This design comes from an exercise in tuning for small area, a short achievable clock period and few clock cycles per item on the open sky130 flow, not from production work. Where RTL was checked, it was by simulation tests only, not by an equivalence proof against the original.

==> v7: inputs <==
## line_follow_pid_steering_core
module line_follow_pid_steering_core (
  input  logic        clk,
  input  logic        rst_n,
  input  logic        in_tvalid,
  output logic        in_tready,
  input  logic [47:0] in_tdata,    
  input  logic        in_tlast,    
  output logic        out_tvalid,
  input  logic        out_tready,
  output logic [47:0] out_tdata,
  input  logic        cfg_valid,
  output logic        cfg_ready,
  input  logic [2:0]  cfg_index,
  input  logic [31:0] cfg_data
);
clock: 11.0 ns
lec_check: 0
cap_margin: 20
core_margin: 2
core_utilization: 40
cts_cluster_diameter: 70
cts_cluster_size: 30
slew_margin: 20
standard.sh (not shown) runs the stock make flow with config.mk's settings and CLKGATE_MAP_FILE= SYNTH_SCRIPT=/design/flow/synth_recipe.tcl, a recipe that flattens the netlist after the stock synthesis.
==> flow/flow/run.sh <==
#!/bin/bash
set -euo pipefail
bash standard.sh SETUP_SLACK_MARGIN=7 "BUFFER_PORTS_ARGS=-buffer_cell sky130_fd_sc_hd__buf_2" finish > standard.log 2>&1
==> v8: changes against v7 <==
==> flow/flow/run.sh (replaced) <==
#!/bin/bash
set -euo pipefail
bash standard.sh SETUP_SLACK_MARGIN=7 finish > standard.log 2>&1
CTS_CLUSTER_DIAMETER = not set   (was 70)
CTS_CLUSTER_SIZE = not set   (was 30)
==> v38: changes against v7 <==
--- a/flow/design.v
+++ b/flow/design.v
@@ -218,44 +218,37 @@
         end
         default: begin
           if (pb_xfer) p_st <= P_IDLE;
         end
       endcase
     end
   end
   logic [31:0]        dt_r;
+  logic [22:0]        d3_r;         
   logic               dbig_r, dzero_r;
   logic [21:0]        rem_r, q_r;
   logic               dsgn_r;
   logic [13:0]        mreg_r;       
   logic               mprev_r;
   logic [2:0]         mdig_r;       
   logic signed [35:0] accp_r;       
   logic [3:0]         mcnt_r;
   logic               icy_r, iovf_r, isgn_r;
   logic signed [13:0] diff_v;
   logic signed [12:0] err_v;
   assign diff_v = {pos_v[12], pos_v} - {prev_pos_r[12], prev_pos_r};
   assign err_v  = pos_v - 13'sd1920;
   logic [23:0] r4, s1v, s2v, s3v;
-  logic [24:0] t3a, t3b, t3c, t3x, t3y;
-  logic [25:0] t3s;
   logic [21:0] rem_n, q_n;
   always_comb begin
     r4  = {rem_r, q_r[21:20]};
     s1v = r4 - {2'd0, dt_r[21:0]};
     s2v = r4 - {1'd0, dt_r[21:0], 1'b0};
-    t3a = {1'b0, r4};
-    t3b = ~{3'd0, dt_r[21:0]};
-    t3c = ~{2'd0, dt_r[21:0], 1'b0};
-    t3x = t3a ^ t3b ^ t3c;
-    t3y = {(t3a[23:0] & t3b[23:0]) | (t3a[23:0] & t3c[23:0]) | (t3b[23:0] & t3c[23:0]), 1'b1};
-    t3s = {t3x, 1'b1} + {t3y, 1'b1};
-    s3v = {t3s[25], t3s[23:1]};
+    s3v = r4 - {1'd0, d3_r};
     if (dbig_r) begin
       rem_n = r4[21:0];
       q_n   = {q_r[19:0], 2'd0};
     end else if (!s3v[23]) begin
       rem_n = s3v[21:0];
       q_n   = {q_r[19:0], 2'd3};
     end else if (!s2v[23]) begin
       rem_n = s2v[21:0];
@@ -306,16 +299,17 @@
         accp_r     <= '0;
         mcnt_r     <= '0;
         b_st       <= B_ABS;
       end else begin
         case (b_st)
           B_ABS: begin
             rem_r   <= '0;
             q_r     <= {1'b0, dsgn_r ? 13'(-q_r[13:0]) : q_r[12:0], 8'd0};
+            d3_r    <= {1'b0, dt_r[21:0]} + {dt_r[21:0], 1'b0};
             dbig_r  <= |dt_r[31:21];
             dzero_r <= (dt_r == 32'd0);
             b_cnt   <= '0;
             b_st    <= B_DIV;
           end
           B_DIV: begin
             rem_r <= rem_n;
             q_r   <= q_n;
==> flow/flow/run.sh (replaced) <==
#!/bin/bash
set -euo pipefail
bash standard.sh SETUP_SLACK_MARGIN=7 finish > standard.log 2>&1
CTS_CLUSTER_DIAMETER = not set   (was 70)
CTS_CLUSTER_SIZE = not set   (was 30)
==> v6: changes against v7 <==
--- a/flow/design.v
+++ b/flow/design.v
@@ -55,22 +55,24 @@
   output logic        out_tvalid,
   input  logic        out_tready,
   output logic [47:0] out_tdata,
   input  logic        cfg_valid,
   output logic        cfg_ready,
   input  logic [2:0]  cfg_index,
   input  logic [31:0] cfg_data
 );
-  localparam logic [1:0] P_IDLE = 2'd0, P_DIV = 2'd1, P_DONE = 2'd3;
+  localparam logic [1:0] P_IDLE = 2'd0, P_DIV = 2'd1, P_ERR = 2'd2, P_DONE = 2'd3;
   localparam logic [1:0] B_IDLE = 2'd0, B_ABS = 2'd1, B_DIV = 2'd2, B_DONE = 2'd3;
   localparam logic [1:0] C_IDLE = 2'd0, C_RUN = 2'd1, C_RES = 2'd2;
-  localparam logic [1:0] D_EMPTY = 2'd0, D_ACC = 2'd1, D_WHL = 2'd2, D_OUT = 2'd3;
+  localparam logic [2:0] D_EMPTY = 3'd0, D_ACC = 3'd1, D_WHL = 3'd2, D_NEG = 3'd3,
+                         D_OUT = 3'd4;
   logic       rst_q;
-  logic [1:0] p_st, b_st, c_st, d_st;
+  logic [1:0] p_st, b_st, c_st;
+  logic [2:0] d_st;
   logic [3:0] p_cnt, b_cnt, c_cnt;
   logic       c_ovl, out_valid_r;
   logic       handoff, p_idle_next, pb_xfer, bc_xfer;
   always_ff @(posedge clk) rst_q <= rst_n;
   logic [31:0] kp_r, ki_r, kd_r;
   logic [15:0] cruise_r;
   logic [11:0] thresh_r;
   assign cfg_ready = 1'b1;
@@ -142,17 +144,17 @@
           sum_r <= sum_fin;
           cnt_r <= cnt_fin;
         end
       end
     end
   end
   logic [31:0]        prev_ts_r, pdt_r;
   logic               pbor_r;
-  logic signed [12:0] prev_pos_r;   
+  logic signed [12:0] prev_err_r;
   logic [4:0]         prem_r, pdvs_r;
   logic [6:0]         pd3_r;        
   logic [12:0]        pq_r;         
   logic               pzero_r;
   logic [6:0]  pr4;
   logic [7:0]  pt1, pt2, pt3;
   logic [4:0]  prem_n;
   logic [11:0] pq_n;
@@ -209,53 +211,48 @@
             pdt_r[15:0]     <= dlo_v[15:0];
             pbor_r          <= dlo_v[16];
             prev_ts_r[15:0] <= pdt_r[15:0];
           end
           if (p_cnt == 4'd1) begin
             pdt_r[31:16]     <= dhi_v[15:0];
             prev_ts_r[31:16] <= pdt_r[31:16];
           end
-          if (p_cnt == 4'd5) p_st <= P_DONE;
+          if (p_cnt == 4'd5) p_st <= P_ERR;
+        end
+        P_ERR: begin
+          pq_r <= pos_v - 13'sd1920;
+          p_st <= P_DONE;
         end
         default: begin
           if (pb_xfer) p_st <= P_IDLE;
         end
       endcase
     end
   end
   logic [31:0]        dt_r;
+  logic [22:0]        d3_r;         
   logic               dbig_r, dzero_r;
   logic [21:0]        rem_r, q_r;
   logic               dsgn_r;
   logic [13:0]        mreg_r;       
   logic               mprev_r;
   logic [2:0]         mdig_r;       
   logic signed [35:0] accp_r;       
   logic [3:0]         mcnt_r;
   logic               icy_r, iovf_r, isgn_r;
   logic signed [13:0] diff_v;
-  logic signed [12:0] err_v;
-  assign diff_v = {pos_v[12], pos_v} - {prev_pos_r[12], prev_pos_r};
-  assign err_v  = pos_v - 13'sd1920;
+  assign diff_v = {pq_r[12], pq_r} - {prev_err_r[12], prev_err_r};
   logic [23:0] r4, s1v, s2v, s3v;
-  logic [24:0] t3a, t3b, t3c, t3x, t3y;
-  logic [25:0] t3s;
   logic [21:0] rem_n, q_n;
   always_comb begin
     r4  = {rem_r, q_r[21:20]};
     s1v = r4 - {2'd0, dt_r[21:0]};
     s2v = r4 - {1'd0, dt_r[21:0], 1'b0};
-    t3a = {1'b0, r4};
-    t3b = ~{3'd0, dt_r[21:0]};
-    t3c = ~{2'd0, dt_r[21:0], 1'b0};
-    t3x = t3a ^ t3b ^ t3c;
-    t3y = {(t3a[23:0] & t3b[23:0]) | (t3a[23:0] & t3c[23:0]) | (t3b[23:0] & t3c[23:0]), 1'b1};
-    t3s = {t3x, 1'b1} + {t3y, 1'b1};
-    s3v = {t3s[25], t3s[23:1]};
+    s3v = r4 - {1'd0, d3_r};
     if (dbig_r) begin
       rem_n = r4[21:0];
       q_n   = {q_r[19:0], 2'd0};
     end else if (!s3v[23]) begin
       rem_n = s3v[21:0];
       q_n   = {q_r[19:0], 2'd3};
     end else if (!s2v[23]) begin
       rem_n = s2v[21:0];
@@ -288,34 +285,35 @@
       default: ich_v = integ_r[47:36];
     endcase
     isum_v = {1'b0, mreg_r[11:0]} + {1'b0, ich_v} + {12'd0, icy_r & (mcnt_r != 4'd7)};
   end
   always_ff @(posedge clk) begin
     if (!rst_q) begin
       b_st       <= B_IDLE;
       b_cnt      <= '0;
-      prev_pos_r <= 13'sd1920;
+      prev_err_r <= '0;
     end else begin
       if (pb_xfer) begin
-        prev_pos_r <= pos_v;
+        prev_err_r <= pq_r;
         dt_r       <= pdt_r;
         q_r        <= 22'(diff_v);
         dsgn_r     <= diff_v[13];
-        mreg_r     <= {err_v[12], err_v};
+        mreg_r     <= {pq_r[12], pq_r};
         mprev_r    <= 1'b0;
-        mdig_r     <= booth_dig({pos_v[1:0], 1'b0});
+        mdig_r     <= booth_dig({pq_r[1:0], 1'b0});
         accp_r     <= '0;
         mcnt_r     <= '0;
         b_st       <= B_ABS;
       end else begin
         case (b_st)
           B_ABS: begin
             rem_r   <= '0;
             q_r     <= {1'b0, dsgn_r ? 13'(-q_r[13:0]) : q_r[12:0], 8'd0};
+            d3_r    <= {1'b0, dt_r[21:0]} + {dt_r[21:0], 1'b0};
             dbig_r  <= |dt_r[31:21];
             dzero_r <= (dt_r == 32'd0);
             b_cnt   <= '0;
             b_st    <= B_DIV;
           end
           B_DIV: begin
             rem_r <= rem_n;
             q_r   <= q_n;
@@ -357,34 +355,34 @@
   assign out_load    = (d_st == D_OUT);
   assign d_can_write = (d_st == D_EMPTY) && !out_valid_r;
   assign c_last      = (c_st == C_RUN) && (c_cnt == 4'd15);
   assign c_take      = (c_st == C_IDLE) || (c_st == C_RES && d_can_write) ||
                        (c_last && d_can_write);
   assign bc_xfer     = (b_st == B_DONE) && c_take;
   assign pb_xfer     = p_final && ((b_st == B_IDLE) || bc_xfer);
   assign p_idle_next = ((p_st == P_IDLE) && !handoff) || pb_xfer;
-  function automatic logic [2:0] trip_sel(input logic [31:0] k, input logic [3:0] j);
-    logic [32:0] kx;
-    logic [2:0]  m1 [0:7];
-    logic [2:0]  m2 [0:3];
-    logic [2:0]  m3 [0:1];
-    kx = {k, 1'b0};
-    for (int i = 0; i < 8; i++) m1[i] = j[0] ? kx[4*i+2 +: 3] : kx[4*i +: 3];
-    for (int i = 0; i < 4; i++) m2[i] = j[1] ? m1[2*i+1] : m1[2*i];
-    for (int i = 0; i < 2; i++) m3[i] = j[2] ? m2[2*i+1] : m2[2*i];
-    trip_sel = j[3] ? m3[1] : m3[0];
-  endfunction
   logic [3:0]  bj;
+  logic [32:0] kpx, kdx, kix;
   logic [2:0]  tp, td, ti;
   always_comb begin
-    bj = c_cnt + 4'd1;
-    tp = trip_sel(kp_r, bj);
-    td = trip_sel(kd_r, bj);
-    ti = trip_sel(ki_r, bj);
+    bj  = bc_xfer ? 4'd0 : c_cnt + 4'd1;
+    kpx = {kp_r, 1'b0};
+    kdx = {kd_r, 1'b0};
+    kix = {ki_r, 1'b0};
+    tp = '0;
+    td = '0;
+    ti = '0;
+    for (int j = 0; j < 16; j++) begin
+      if (bj == 4'(j)) begin
+        tp = tp | kpx[2*j +: 3];
+        td = td | kdx[2*j +: 3];
+        ti = ti | kix[2*j +: 3];
+      end
+    end
   end
   logic [13:0] mE;
   logic [21:0] mD;
   logic [48:0] mI;
   logic [21:0] rowE;
   logic [22:0] rowD;
   logic [56:0] rowI;
   logic [57:0] sin, cinp, rdg, s1, c1, s2, c2, s3, c3;
@@ -410,43 +408,43 @@
     c2 = {(s1[56:0] & c1[56:0]) | (s1[56:0] & rdg[56:0]) | (c1[56:0] & rdg[56:0]), nP};
     s3 = s2 ^ c2 ^ {36'd0, rowE};
     c3 = {(s2[56:0] & c2[56:0]) | (s2[56:0] & {35'd0, rowE}) | (c2[56:0] & {35'd0, rowE}), nI};
     lowsum = {1'b0, s3[1:0]} + {1'b0, c3[1:0]} + {2'd0, (first ? 1'b0 : cin_r)};
   end
   always_ff @(posedge clk) begin
     if (!rst_q) begin
       c_st    <= C_IDLE;
-      c_cnt   <= 4'd15;
+      c_cnt   <= '0;
       c_ovl   <= 1'b0;
       integ_r <= '0;
     end else begin
       c_ovl <= 1'b0;
       if (c_st == C_RUN) begin
         s_r      <= s3[57:2];
         c_r      <= c3[57:2];
         cin_r    <= lowsum[2];
         sticky_r <= (first ? 1'b0 : sticky_r) | (|lowsum[1:0]);
-        if (!c_last) c_cnt <= c_cnt + 4'd1;
+        c_cnt    <= c_cnt + 4'd1;
         bp_r     <= booth_dig(tp);
         bd_r     <= booth_dig(td);
         bi_r     <= booth_dig(ti);
         if (c_last) begin
           if (d_can_write) begin
             c_ovl <= 1'b1;
             c_st  <= C_IDLE;
           end else begin
             c_st  <= C_RES;
           end
         end
       end else if (c_st == C_RES && d_can_write) begin
         c_st <= C_IDLE;
       end
       if (bc_xfer) begin
-        e_r     <= prev_pos_r - 13'sd1920;
+        e_r     <= prev_err_r;
         dd_r    <= dzero_r ? 22'd0 : q_r;
         ds_r    <= dsgn_r;
         if (iovf_r)
           integ_r <= isgn_r ? {1'b1, 47'd0} : {1'b0, {47{1'b1}}};
         else
           integ_r <= {accp_r[33:0], mreg_r};
         c_cnt   <= '0;
         c_st    <= C_RUN;
@@ -497,38 +495,38 @@
       kz[i] = ys[i-1] | yk[i-1];
       ko[i] = ys[i-1] & yk[i-1];
     end
     hzero = ((ys[57:21] ^ yk[57:21] ^ kz) == '0);
     hones = ((ys[57:21] ^ yk[57:21] ^ ko) == '1);
     xt = {1'b0, x_r} + {21'd0, inc_r};
   end
   logic [21:0] v_v;
-  logic [16:0] fast_v, slow_v;
+  logic [16:0] fast_v;
   always_comb begin
     v_v    = {6'd0, cruise_r} - {1'b0, x_r};
     fast_v = {cruise_r, 1'b0};
-    slow_v = {(xt > 22'h00FFFF) ? 16'hFFFF : xt[15:0], big_r};
   end
   assign x_r        = out_r[20:0];
   assign out_tvalid = out_valid_r;
   assign out_tdata  = {1'b0, out_r};
   always_ff @(posedge clk) begin
     if (!rst_q) begin
       d_st        <= D_EMPTY;
       out_valid_r <= 1'b0;
     end else begin
       if (out_load) begin
         out_valid_r <= 1'b1;
         d_st        <= D_EMPTY;
       end else if (out_tready) begin
         out_valid_r <= 1'b0;
       end
       if (d_st == D_ACC) d_st <= D_WHL;
-      if (d_st == D_WHL) d_st <= D_OUT;
+      if (d_st == D_WHL) d_st <= D_NEG;
+      if (d_st == D_NEG) d_st <= D_OUT;
       if (d_cap) d_st <= D_ACC;
     end
   end
   always_ff @(posedge clk) begin
     if (dpos_cap) out_r[46:34] <= e_r + 13'sd1920;
     if (d_cap) begin
       big_r <= !(hzero || hones);
       if (!asign) begin
@@ -544,13 +542,16 @@
     if (d_st == D_ACC) begin
       out_r[20:0] <= (big_r || xt > 22'h100000) ? 21'h100000 : xt[20:0];
     end
     if (d_st == D_WHL) begin
       out_r[20:0] <= v_v[21] ? ~v_v[20:0] : v_v[20:0];
       inc_r       <= v_v[21];
       big_r       <= v_v[21];
     end
+    if (d_st == D_NEG) begin
+      out_r[16:0] <= {(xt > 22'h00FFFF) ? 16'hFFFF : xt[15:0], big_r};
+    end
     if (out_load) begin
-      out_r[33:0] <= cpos_r ? {slow_v, fast_v} : {fast_v, slow_v};
+      out_r[33:0] <= cpos_r ? {out_r[16:0], fast_v} : {fast_v, out_r[16:0]};
     end
   end
 endmodule
==> flow/flow/run.sh (replaced) <==
#!/bin/bash
set -euo pipefail
bash standard.sh SETUP_SLACK_MARGIN=8 finish > standard.log 2>&1
CTS_CLUSTER_DIAMETER = not set   (was 70)
CTS_CLUSTER_SIZE = not set   (was 30)
==> summary.md <==
| Metric | Value |
|---|---|
| Synth cell count leaders | 879 x nand2_1, 522 x inv_1, 470 x ha_1 |
| Status | no timing/DRC/antenna violations |
| Core box area | 126000 µm² |
| Final worst slack | 7080 ps |
| Clk sinks | 702 |
| WHS | 452 ps |
| CP arrival | 1720 ps |
| Nonclk inv count | 526 |
| Synth-to-layout area growth | 13.5% |
[end of results for v8]
==> summary.md <==
| Metric | Value |
|---|---|
| Status | no timing/DRC/antenna violations |
| Core box area | 130000 µm² |
| Clk sinks | 725 |
| Synth-to-layout area growth | 13.2% |
| Nonclk inv count | 554 |
| CP arrival | 1740 ps |
| Final worst slack | 7060 ps |
| WHS | 453 ps |
| GR peak layer | met2 |
| RSZ-0062 raised after global routing | true |
| Synth cell count leaders | 812 x nand2_1, 547 x inv_1, 500 x ha_1 |
[end of results for v38]
==> summary.md <==
| Metric | Value |
|---|---|
| Status | no timing/DRC/antenna violations |
| Clk sinks | 727 |
| Max Used Layer | met4 |
| CP Cell Sequence | buf_6 -> ha_4 -> buf_6 -> a222oi_1 -> mux2i_1 -> ha_1 -> buf_4 -> a21oi_4 -> o21ai_2 -> a21oi_2 -> nor2b_1 -> o21ai_2 -> a21oi_2 -> o41ai_2 -> xnor2_2 -> a22o_1 |
| Core box area | 132000 µm² |
| Synth-to-layout area growth | 28.8% |
| Synth cell count leaders | 842 x nand2_1, 560 x inv_1, 499 x ha_1 |
[end of results for v6]
==> summary.md <==
| Metric | Value |
|---|---|
| Area leader, netlist | edfxtp_1 |
| CTS tree | built |
| Synth-to-layout area growth | 11.0% |
| Nonclk inv count | 526 |
| CP arrival | 4300 ps |
| Core box area | 126000 µm² |
| Simple-gate share of the synthesized area | 14.8% |
| Status | no timing/DRC/antenna violations |
| Clkbuf count | 77 |
| Clk sinks | 702 |
| Hold path startpoint | kp_r[6] |
| Synth cell count leaders | 879 x nand2_1, 522 x inv_1, 470 x ha_1 |
| Met3 Resource Use GR | 2.60% |
[end of results for v7]
Testbench counts of v7, summed over its fixed seeds: cycles 5,456, scans 320.
Testbench counts of v8, summed over its fixed seeds: cycles 5,456, scans 320.
Testbench counts of v6, summed over its fixed seeds: cycles 5,472, scans 320.
No functional check of the RTL was part of v38.

==> what the ideal ports hide <==
Ports are ideal in the flow. The routed layouts listed here were re-timed in OpenROAD.
Step 1 sets driving cells, clkbuf_16 on the clock port and buf_2 on the other inputs (assumed; they add their load-dependent delay and slew).
Step 2, shift: input delay + t, output delay - t, t = (earliest + latest rising clock arrival at the registers) / 2. This alone moves slack from input paths to output paths.
Three values: no drivers, after step 1, after step 2; two values: the first two.
| run | shift t [ns] | setup WS [ns] | hold slack, ns | worst slew at a driven data input, ns | cell pins on the clock port's net |
|---|---|---|---|---|---|
| v7 | 0.738 | 7.069 / 7.069 / 6.932 | 0.456 / 0.456 / 0.456 | 0.06 | 1 |
| v8 | 0.745 | 7.079 / 7.008 / 6.672 | 0.452 / 0.452 / 0.452 | 0.04 | 1 |
| v38 | 0.740 | 7.064 / 6.997 / 6.607 | 0.453 / 0.453 / 0.453 | 0.04 | 1 |
| v6 | 0.773 | 7.211 / 7.211 / 7.211 | 0.454 / 0.454 / 0.454 | 0.08 | 1 |
After both steps setup and hold are still met in every run listed. For v38, which loses most, drivers alone change the setup slack by -0.067 ns; drivers and shift together by -0.457 ns.
